Context: an optimization exercise on an open-source flow, tuned for small area, a short achievable clock period and few clock cycles. The choices shown serve that exercise and are no tape-out recipe. The RTL was checked by simulation tests, not by an equivalence proof against the original design. Power and IR drop assume default switching activity.

==> flow/design.v <==
`default_nettype none
module heq_nrstep #(
  parameter int RW = 27,    
  parameter int CW = 17,    
  parameter int J  = 0
) (
  input  wire  [RW-1:0]   r,
  input  wire  [CW+1:0]   tp,
  input  wire  [CW+1:0]   tn,
  output logic [RW-2:0]   o
);
  localparam int HW = RW - J - 1;    
  localparam int OW = HW - 1;
  logic [HW-1:0] hs;
  assign hs = r[RW-1:J+1] + (r[RW-1] ? tp : tn);    
  if (J > 0) begin : g_low
    assign o = {hs[OW-1:0], r[J:0]};
  end else begin : g_nolow
    assign o = {hs[OW-1:0], r[0]};
  end
endmodule
`default_nettype wire
`default_nettype none
module histogram_equalizer_core #(
  parameter int MAX_PIXELS_LOG2 = 16
) (
  input  wire         clk,
  input  wire         rst,
  input  wire         s_tvalid,
  output logic        s_tready,
  input  wire  [7:0]  s_tdata,
  input  wire         s_tlast,
  input  wire         s_tuser,
  output logic        m_tvalid,
  input  wire         m_tready,
  output logic [7:0]  m_tdata
);
  localparam int CW = MAX_PIXELS_LOG2 + 1;    
  localparam int VW = CW + 9;                 
  localparam int NW = VW + 1;                 
  localparam logic [CW-1:0] CMAX = '1;
  localparam logic [1:0] M_CLEAR = 2'd0;
  localparam logic [1:0] M_RUN   = 2'd1;
  localparam logic [1:0] M_BUILD = 2'd2;
  function automatic logic [15:0] onehot16(input logic [3:0] v);
    onehot16 = 16'd1 << v;
  endfunction
  logic       hv, sv;
  logic [9:0] hd, sd;           
  logic       pop;
  logic       acc;
  logic [9:0] in_item;
  assign s_tready = ~sv;
  assign acc      = s_tvalid & ~sv;
  assign in_item  = {s_tuser, s_tdata, s_tlast & ~s_tuser};
  always_ff @(posedge clk) begin
    if (rst) begin
      hv <= 1'b0;
      sv <= 1'b0;
    end else if (pop) begin
      if (sv) begin
        hd <= sd;
        sv <= 1'b0;
      end else if (acc) begin
        hd <= in_item;
      end else begin
        hv <= 1'b0;
      end
    end else if (acc) begin
      if (hv) begin
        sd <= in_item;
        sv <= 1'b1;
      end else begin
        hd <= in_item;
        hv <= 1'b1;
      end
    end
  end
  logic [1:0] mode;
  logic [8:0] sptr;             
  logic [2:0] occ;              
  logic       issue;            
  logic       build_done;
  logic       xfer;
  assign pop   = hv & (mode == M_RUN) & (~hd[9] | ~occ[2]);
  assign issue = (mode != M_RUN) & ~sptr[8];
  assign xfer  = m_tvalid & m_tready;
  always_ff @(posedge clk) begin
    if (rst) begin
      mode <= M_CLEAR;
      sptr <= '0;
      occ  <= '0;
    end else begin
      occ <= occ + 3'(pop & hd[9]) - 3'(xfer);
      if (issue) begin
        sptr <= sptr + 1'b1;
      end
      case (mode)
        M_CLEAR: if (sptr[8]) mode <= M_RUN;
        M_RUN: begin
          sptr <= '0;
          if (pop & hd[0]) mode <= M_BUILD;
        end
        default: if (build_done) mode <= M_RUN;
      endcase
    end
  end
  logic          v1, m1, w1, e1, s1;    
  logic [7:0]    a1;                    
  logic [15:0]   hlo1, hhi1;            
  logic [15:0]   mlo1, mhi1;            
  logic          v2, m2, w2, e2, s2;
  logic [7:0]    a2;
  logic          f3, f4;                
  logic [CW-1:0] h2;
  logic [7:0]    md2;
  logic          e3;
  logic [15:0]   wlo3, whi3;            
  logic [7:0]    a3;
  logic [CW-1:0] d3;
  logic [VW-1:0] val3;
  logic          w3, w4;
  logic [7:0]    a4;
  logic [CW-1:0] d4;
  logic [7:0]    offm1;                 
  logic [CW-1:0] hist [0:255];
  logic [7:0]    ring [0:255];
  logic [CW-1:0] hgrp [0:15];
  logic [7:0]    mgrp [0:15];
  logic [CW-1:0] rd_h;
  logic [7:0]    rd_m;
  logic [CW-1:0] cur2;
  logic [CW-1:0] inc2;
  logic [CW-1:0] total;
  logic [7:0]    ia;
  logic [7:0]    p1_next;
  always_comb begin
    for (int g = 0; g < 16; g++) begin
      hgrp[g] = '0;
      mgrp[g] = '0;
      for (int k = 0; k < 16; k++) begin
        hgrp[g] = hgrp[g] | (hist[16*g+k] & {CW{hlo1[k]}});
        mgrp[g] = mgrp[g] | (ring[16*g+k] & {8{mlo1[k]}});
      end
    end
    rd_h = '0;
    rd_m = '0;
    for (int g = 0; g < 16; g++) begin
      rd_h = rd_h | (hgrp[g] & {CW{hhi1[g]}});
      rd_m = rd_m | (mgrp[g] & {8{mhi1[g]}});
    end
  end
  always_comb begin
    for (int b = 0; b < CW; b++) begin
      inc2[b] = cur2[b] ^ (&(cur2 | ~((CW'(1) << b) - 1'b1)));
    end
    if (&cur2) inc2 = cur2;
  end
  assign cur2 = f3 ? d3 : (f4 ? d4 : h2);
  assign ia   = issue ? sptr[7:0] : hd[8:1];
  assign p1_next = hd[8:1] + offm1;
  always_ff @(posedge clk) begin
    if (rst) begin
      v1 <= 1'b0;
      v2 <= 1'b0;
      w3 <= 1'b0;
      e3 <= 1'b0;
      w4 <= 1'b0;
    end else begin
      v1 <= pop | issue;
      v2 <= v1;
      w3 <= v2 & w2;
      e3 <= v2 & e2;
      w4 <= w3;
    end
  end
  always_ff @(posedge clk) begin
    a1   <= ia;
    hlo1 <= onehot16(ia[3:0]);
    hhi1 <= onehot16(ia[7:4]);
    mlo1 <= onehot16(p1_next[3:0]);
    mhi1 <= onehot16(p1_next[7:4]);
    m1   <= ~issue & hd[9];
    w1   <= issue | ~hd[9];
    e1   <= issue & (mode == M_BUILD);
    s1   <= issue;
    a2  <= a1;
    m2  <= m1;
    w2  <= w1;
    e2  <= e1;
    s2  <= s1;
    h2  <= rd_h;
    md2 <= rd_m;
    f3  <= v2 & w2 & (a1 == a2);
    f4  <= w3 & (a1 == a3);
    a3   <= a2;
    wlo3 <= onehot16(a2[3:0]);
    whi3 <= (v2 & w2) ? onehot16(a2[7:4]) : 16'd0;
    d3   <= s2 ? '0 : inc2;
    val3 <= (VW'(cur2) << 9) - (VW'(cur2) << 1);
    a4 <= a3;
    d4 <= d3;
  end
  for (genvar j = 0; j < 256; j++) begin : g_hist
    always_ff @(posedge clk) begin
      if (wlo3[j % 16] && whi3[j / 16]) hist[j] <= d3;
    end
  end
  always_ff @(posedge clk) begin
    if (rst || build_done) begin
      total <= '0;
    end else if (v2 && w2 && !s2 && total != CMAX) begin
      total <= total + 1'b1;
    end
  end
  logic          e4, first;
  logic [NW-1:0] n4;
  logic [NW-1:0] nsum;
  assign nsum = NW'(first ? VW'(total) : n4[VW-1:0]) + NW'(val3);
  always_ff @(posedge clk) begin
    if (rst || mode != M_BUILD) begin
      e4    <= 1'b0;
      first <= 1'b1;
    end else begin
      e4 <= e3;
      if (e3) begin
        first <= 1'b0;
        n4    <= {nsum[NW-1] | (n4[NW-1] & ~first), nsum[VW-1:0]};
      end
    end
  end
  localparam int TW = CW + 2;
  logic [TW-1:0] tp, tn;
  always_ff @(posedge clk) begin
    tp <= TW'(total);
    tn <= '0 - TW'(total);
  end
  logic [8:0]  dv;               
  logic [8:0]  dc;               
  logic [7:0]  dq [0:8];         
  logic [26:0] dr8;
  logic [25:0] dr7;
  logic [24:0] dr6;
  logic [23:0] dr5;
  logic [22:0] dr4;
  logic [21:0] dr3;
  logic [20:0] dr2;
  logic [19:0] dr1;
  logic [27:0] n8in;
  logic [26:0] ns8;
  logic [25:0] ns7;
  logic [24:0] ns6;
  logic [23:0] ns5;
  logic [22:0] ns4;
  logic [21:0] ns3;
  logic [20:0] ns2;
  logic [19:0] ns1;
  logic [18:0] ns0;
  assign n8in = {2'b00, n4[VW-1:0]};
  heq_nrstep #(.RW(28), .CW(CW), .J(8)) u_st8 (.r(n8in), .tp(tp), .tn(tn), .o(ns8));
  heq_nrstep #(.RW(27), .CW(CW), .J(7)) u_st7 (.r(dr8),  .tp(tp), .tn(tn), .o(ns7));
  heq_nrstep #(.RW(26), .CW(CW), .J(6)) u_st6 (.r(dr7),  .tp(tp), .tn(tn), .o(ns6));
  heq_nrstep #(.RW(25), .CW(CW), .J(5)) u_st5 (.r(dr6),  .tp(tp), .tn(tn), .o(ns5));
  heq_nrstep #(.RW(24), .CW(CW), .J(4)) u_st4 (.r(dr5),  .tp(tp), .tn(tn), .o(ns4));
  heq_nrstep #(.RW(23), .CW(CW), .J(3)) u_st3 (.r(dr4),  .tp(tp), .tn(tn), .o(ns3));
  heq_nrstep #(.RW(22), .CW(CW), .J(2)) u_st2 (.r(dr3),  .tp(tp), .tn(tn), .o(ns2));
  heq_nrstep #(.RW(21), .CW(CW), .J(1)) u_st1 (.r(dr2),  .tp(tp), .tn(tn), .o(ns1));
  heq_nrstep #(.RW(20), .CW(CW), .J(0)) u_st0 (.r(dr1),  .tp(tp), .tn(tn), .o(ns0));
  always_ff @(posedge clk) begin
    if (rst || mode != M_BUILD) begin
      dv <= '0;
    end else begin
      dv <= {dv[7:0], e4};
    end
    dr8 <= ns8;
    dr7 <= ns7;
    dr6 <= ns6;
    dr5 <= ns5;
    dr4 <= ns4;
    dr3 <= ns3;
    dr2 <= ns2;
    dr1 <= ns1;
    dc    <= {dc[7:0], n4[NW-1] | ~ns8[26]};
    dq[8] <= '0;
    dq[7] <= {~ns7[25], 7'd0};
    dq[6] <= {dq[7][7], ~ns6[24], 6'd0};
    dq[5] <= {dq[6][7:6], ~ns5[23], 5'd0};
    dq[4] <= {dq[5][7:5], ~ns4[22], 4'd0};
    dq[3] <= {dq[4][7:4], ~ns3[21], 3'd0};
    dq[2] <= {dq[3][7:3], ~ns2[20], 2'd0};
    dq[1] <= {dq[2][7:2], ~ns1[19], 1'd0};
    dq[0] <= {dq[1][7:1], ~ns0[18]};
  end
  logic [7:0] lvl;
  logic       ins;
  logic [8:0] icnt;
  assign lvl = dc[8] ? 8'd255 : dq[0];
  assign ins = dv[8];
  assign build_done = (mode == M_BUILD) & icnt[8];
  always_ff @(posedge clk) begin
    if (rst || mode != M_BUILD) begin
      icnt <= '0;
    end else if (ins) begin
      icnt <= icnt + 1'b1;
    end
  end
  always_ff @(posedge clk) begin
    for (int j = 0; j < 255; j++) ring[j] <= ring[j+1];
    ring[255] <= ins ? lvl : ring[0];
    offm1 <= (ins && icnt == 9'd0) ? 8'd254 : offm1 - 1'b1;
  end
  logic [7:0] fq [0:2];
  logic [1:0] frp, fwp;
  logic [1:0] fcnt;
  logic       res_v;
  logic       ofree;
  logic       fpush, fpop;
  assign res_v = v2 & m2;
  assign ofree = ~m_tvalid | m_tready;
  assign fpop  = ofree & (fcnt != 2'd0);
  assign fpush = res_v & ~(ofree & (fcnt == 2'd0));
  always_ff @(posedge clk) begin
    if (rst) begin
      m_tvalid <= 1'b0;
      frp      <= '0;
      fwp      <= '0;
      fcnt     <= '0;
    end else begin
      if (ofree) begin
        if (fcnt != 2'd0) begin
          m_tvalid <= 1'b1;
          m_tdata  <= fq[frp];
        end else if (res_v) begin
          m_tvalid <= 1'b1;
          m_tdata  <= md2;
        end else begin
          m_tvalid <= 1'b0;
        end
      end
      if (fpush) begin
        fq[fwp] <= md2;
        fwp     <= (fwp == 2'd2) ? 2'd0 : fwp + 1'b1;
      end
      if (fpop) frp <= (frp == 2'd2) ? 2'd0 : frp + 1'b1;
      fcnt <= fcnt + 2'(fpush) - 2'(fpop);
    end
  end
endmodule
`default_nettype wire
export LEC_CHECK = 0
export CAP_MARGIN = 20
export CORE_MARGIN = 2
export CORE_UTILIZATION = 60
export PLACE_DENSITY = 0.72
export SLEW_MARGIN = 20
export SYNTH_MEMORY_MAX_BITS = 16384
create_clock -name core_clock -period 10.0 [get_ports {clk}]
standard.sh (not shown) runs the stock make flow with config.mk's settings and CLKGATE_MAP_FILE= SYNTH_SCRIPT=/design/flow/synth_recipe.tcl, a recipe that flattens the netlist after the stock synthesis.
==> flow/flow/run.sh <==
#!/bin/bash
# The standard layout (the standard.sh: standard synthesis, then ORFS to
# finish) with two changes to how the layout is made:
#  - timing repair aims for 6.2 ns of setup slack instead of 0, so
#    repair_timing also works on paths that already meet the 10 ns clock;
#  - clock tree synthesis clusters up to 25 sinks within 80 um per leaf
#    buffer and inserts no dummy loads (a smaller tree, same latency).
# Clock period, constraints and everything else are as standard.
set -euo pipefail
bash standard.sh SETUP_SLACK_MARGIN=6.2 \
  "CTS_ARGS=-sink_clustering_enable -repair_clock_nets -dont_use_dummy_load -sink_clustering_size 25 -sink_clustering_max_diameter 80" \
  finish > standard_flow.log 2>&1
Testbench counts at the start, summed over its fixed seeds: cycles 74,216.
Next try:
--- a/flow/design.v
+++ b/flow/design.v
@@ -12,6 +12,8 @@
   localparam int HW = RW - J - 1;    
   localparam int OW = HW - 1;
-  logic [HW-1:0] hs;
-  assign hs = r[RW-1:J+1] + (r[RW-1] ? tp : tn);    
+  logic [HW-1:0] hp, hn, hs;
+  assign hp = r[RW-1:J+1] + tp;
+  assign hn = r[RW-1:J+1] + tn;
+  assign hs = r[RW-1] ? hp : hn;
   if (J > 0) begin : g_low
     assign o = {hs[OW-1:0], r[J:0]};
@@ -81,7 +83,11 @@
   logic [2:0] occ;              
   logic       issue;            
+  logic       tail;             
+  logic [8:0] icnt;             
   logic       build_done;
   logic       xfer;
-  assign pop   = hv & (mode == M_RUN) & (~hd[9] | ~occ[2]);
+  assign tail  = (mode == M_BUILD) & sptr[8];
+  assign pop   = hv & (((mode == M_RUN) & (~hd[9] | ~occ[2])) |
+                       (tail & (hd[9] ? (~occ[2] & (icnt > {1'b0, hd[8:1]})) : ~hd[0])));
   assign issue = (mode != M_RUN) & ~sptr[8];
   assign xfer  = m_tvalid & m_tready;
@@ -113,5 +119,4 @@
   logic [7:0]    a2;
   logic          f3, f4;                
-  logic [CW-1:0] h2;
   logic [7:0]    md2;
   logic          e3;
@@ -119,4 +124,5 @@
   logic [7:0]    a3;
   logic [CW-1:0] d3;
+  logic [CW-1:0] d3q [0:3];             
   logic [VW-1:0] val3;
   logic          w3, w4;
@@ -128,5 +134,8 @@
   logic [CW-1:0] hgrp [0:15];
   logic [7:0]    mgrp [0:15];
-  logic [CW-1:0] rd_h;
+  logic [CW-1:0] rd_hq [0:3];           
+  logic [CW-1:0] h2q [0:3];
+  logic [CW-1:0] b3;
+  logic          e3v;
   logic [7:0]    rd_m;
   logic [CW-1:0] cur2;
@@ -144,8 +153,10 @@
       end
     end
-    rd_h = '0;
+    for (int q = 0; q < 4; q++) begin
+      rd_hq[q] = '0;
+      for (int g = 4*q; g < 4*q+4; g++) rd_hq[q] = rd_hq[q] | (hgrp[g] & {CW{hhi1[g]}});
+    end
     rd_m = '0;
     for (int g = 0; g < 16; g++) begin
-      rd_h = rd_h | (hgrp[g] & {CW{hhi1[g]}});
       rd_m = rd_m | (mgrp[g] & {8{mhi1[g]}});
     end
@@ -157,5 +168,5 @@
     if (&cur2) inc2 = cur2;
   end
-  assign cur2 = f3 ? d3 : (f4 ? d4 : h2);
+  assign cur2 = f3 ? d3 : (f4 ? d4 : (h2q[0] | h2q[1] | h2q[2] | h2q[3]));
   assign ia   = issue ? sptr[7:0] : hd[8:1];
   assign p1_next = hd[8:1] + offm1;
@@ -190,5 +201,5 @@
     e2  <= e1;
     s2  <= s1;
-    h2  <= rd_h;
+    for (int q = 0; q < 4; q++) h2q[q] <= rd_hq[q];
     md2 <= rd_m;
     f3  <= v2 & w2 & (a1 == a2);
@@ -198,5 +209,6 @@
     whi3 <= (v2 & w2) ? onehot16(a2[7:4]) : 16'd0;
     d3   <= s2 ? '0 : inc2;
-    val3 <= (VW'(cur2) << 9) - (VW'(cur2) << 1);
+    for (int q = 0; q < 4; q++) d3q[q] <= (s2 || a2[7:6] != 2'(q)) ? '0 : inc2;
+    b3   <= cur2;
     a4 <= a3;
     d4 <= d3;
@@ -204,9 +216,9 @@
   for (genvar j = 0; j < 256; j++) begin : g_hist
     always_ff @(posedge clk) begin
-      if (wlo3[j % 16] && whi3[j / 16]) hist[j] <= d3;
+      if (wlo3[j % 16] && whi3[j / 16]) hist[j] <= d3q[j / 64];
     end
   end
   always_ff @(posedge clk) begin
-    if (rst || build_done) begin
+    if (rst || (issue && mode == M_BUILD && sptr[7:0] == 8'hFF)) begin
       total <= '0;
     end else if (v2 && w2 && !s2 && total != CMAX) begin
@@ -220,9 +232,17 @@
   always_ff @(posedge clk) begin
     if (rst || mode != M_BUILD) begin
+      e3v <= 1'b0;
+    end else begin
+      e3v <= e3;
+    end
+    val3 <= (VW'(b3) << 9) - (VW'(b3) << 1);
+  end
+  always_ff @(posedge clk) begin
+    if (rst || mode != M_BUILD) begin
       e4    <= 1'b0;
       first <= 1'b1;
     end else begin
-      e4 <= e3;
-      if (e3) begin
+      e4 <= e3v;
+      if (e3v) begin
         first <= 1'b0;
         n4    <= {nsum[NW-1] | (n4[NW-1] & ~first), nsum[VW-1:0]};
@@ -233,6 +253,8 @@
   logic [TW-1:0] tp, tn;
   always_ff @(posedge clk) begin
-    tp <= TW'(total);
-    tn <= '0 - TW'(total);
+    if (!tail) begin
+      tp <= TW'(total);
+      tn <= '0 - TW'(total);
+    end
   end
   logic [8:0]  dv;               
@@ -294,5 +316,4 @@
   logic [7:0] lvl;
   logic       ins;
-  logic [8:0] icnt;
   assign lvl = dc[8] ? 8'd255 : dq[0];
   assign ins = dv[8];
With this change the flow completed, yet does not pass: antenna rules.
Cell area is higher by 1.3%.
Area after synthesis is higher by 1.4%.
Sequential cell count is higher by 137.
Non-clock buffer count came out higher by 27.
Critical path depth came out lower by 6.
Setup slack improves by 0.37 ns.
Via count hardly moves.
Sequential share of layout area came out higher by 0.27 points.
Total power rises by about 1.5%.
Sequential power came out higher by about 2%.
Utilization is lower by 0.17 points.
Hold slack degrades by 0.031 ns.
Testbench counts after the change, summed over its fixed seeds: cycles 73,832.

==> static timing again, ports no longer ideal <==
No port has a modelled driver above. Below, the same layouts with a new extraction and two added sets of constraints.
Step 1, drivers: a clkbuf_16 drives clk and a buf_2 each remaining input, both assumed.
Step 2 adds t to the input delays and takes it off the output delays; t is the mean of the earliest and latest rising clock arrival at the registers after step 1. Input paths then give back, and output paths get back, about the clock's delay inside the block.
Three values: no drivers, after step 1, after step 2; two values: the first two.
| run | t, ns | slack for setup (ns) | worst setup path after step 2 |
|---|---|---|---|
| the first run | 1.058 | 5.917 / 5.917 / 5.728 | input to register |
| the second run | 1.085 | 6.291 / 6.164 / 5.740 | input to register |
For the second run, which loses most, drivers alone change the setup slack by -0.127 ns; drivers and shift together by -0.551 ns.
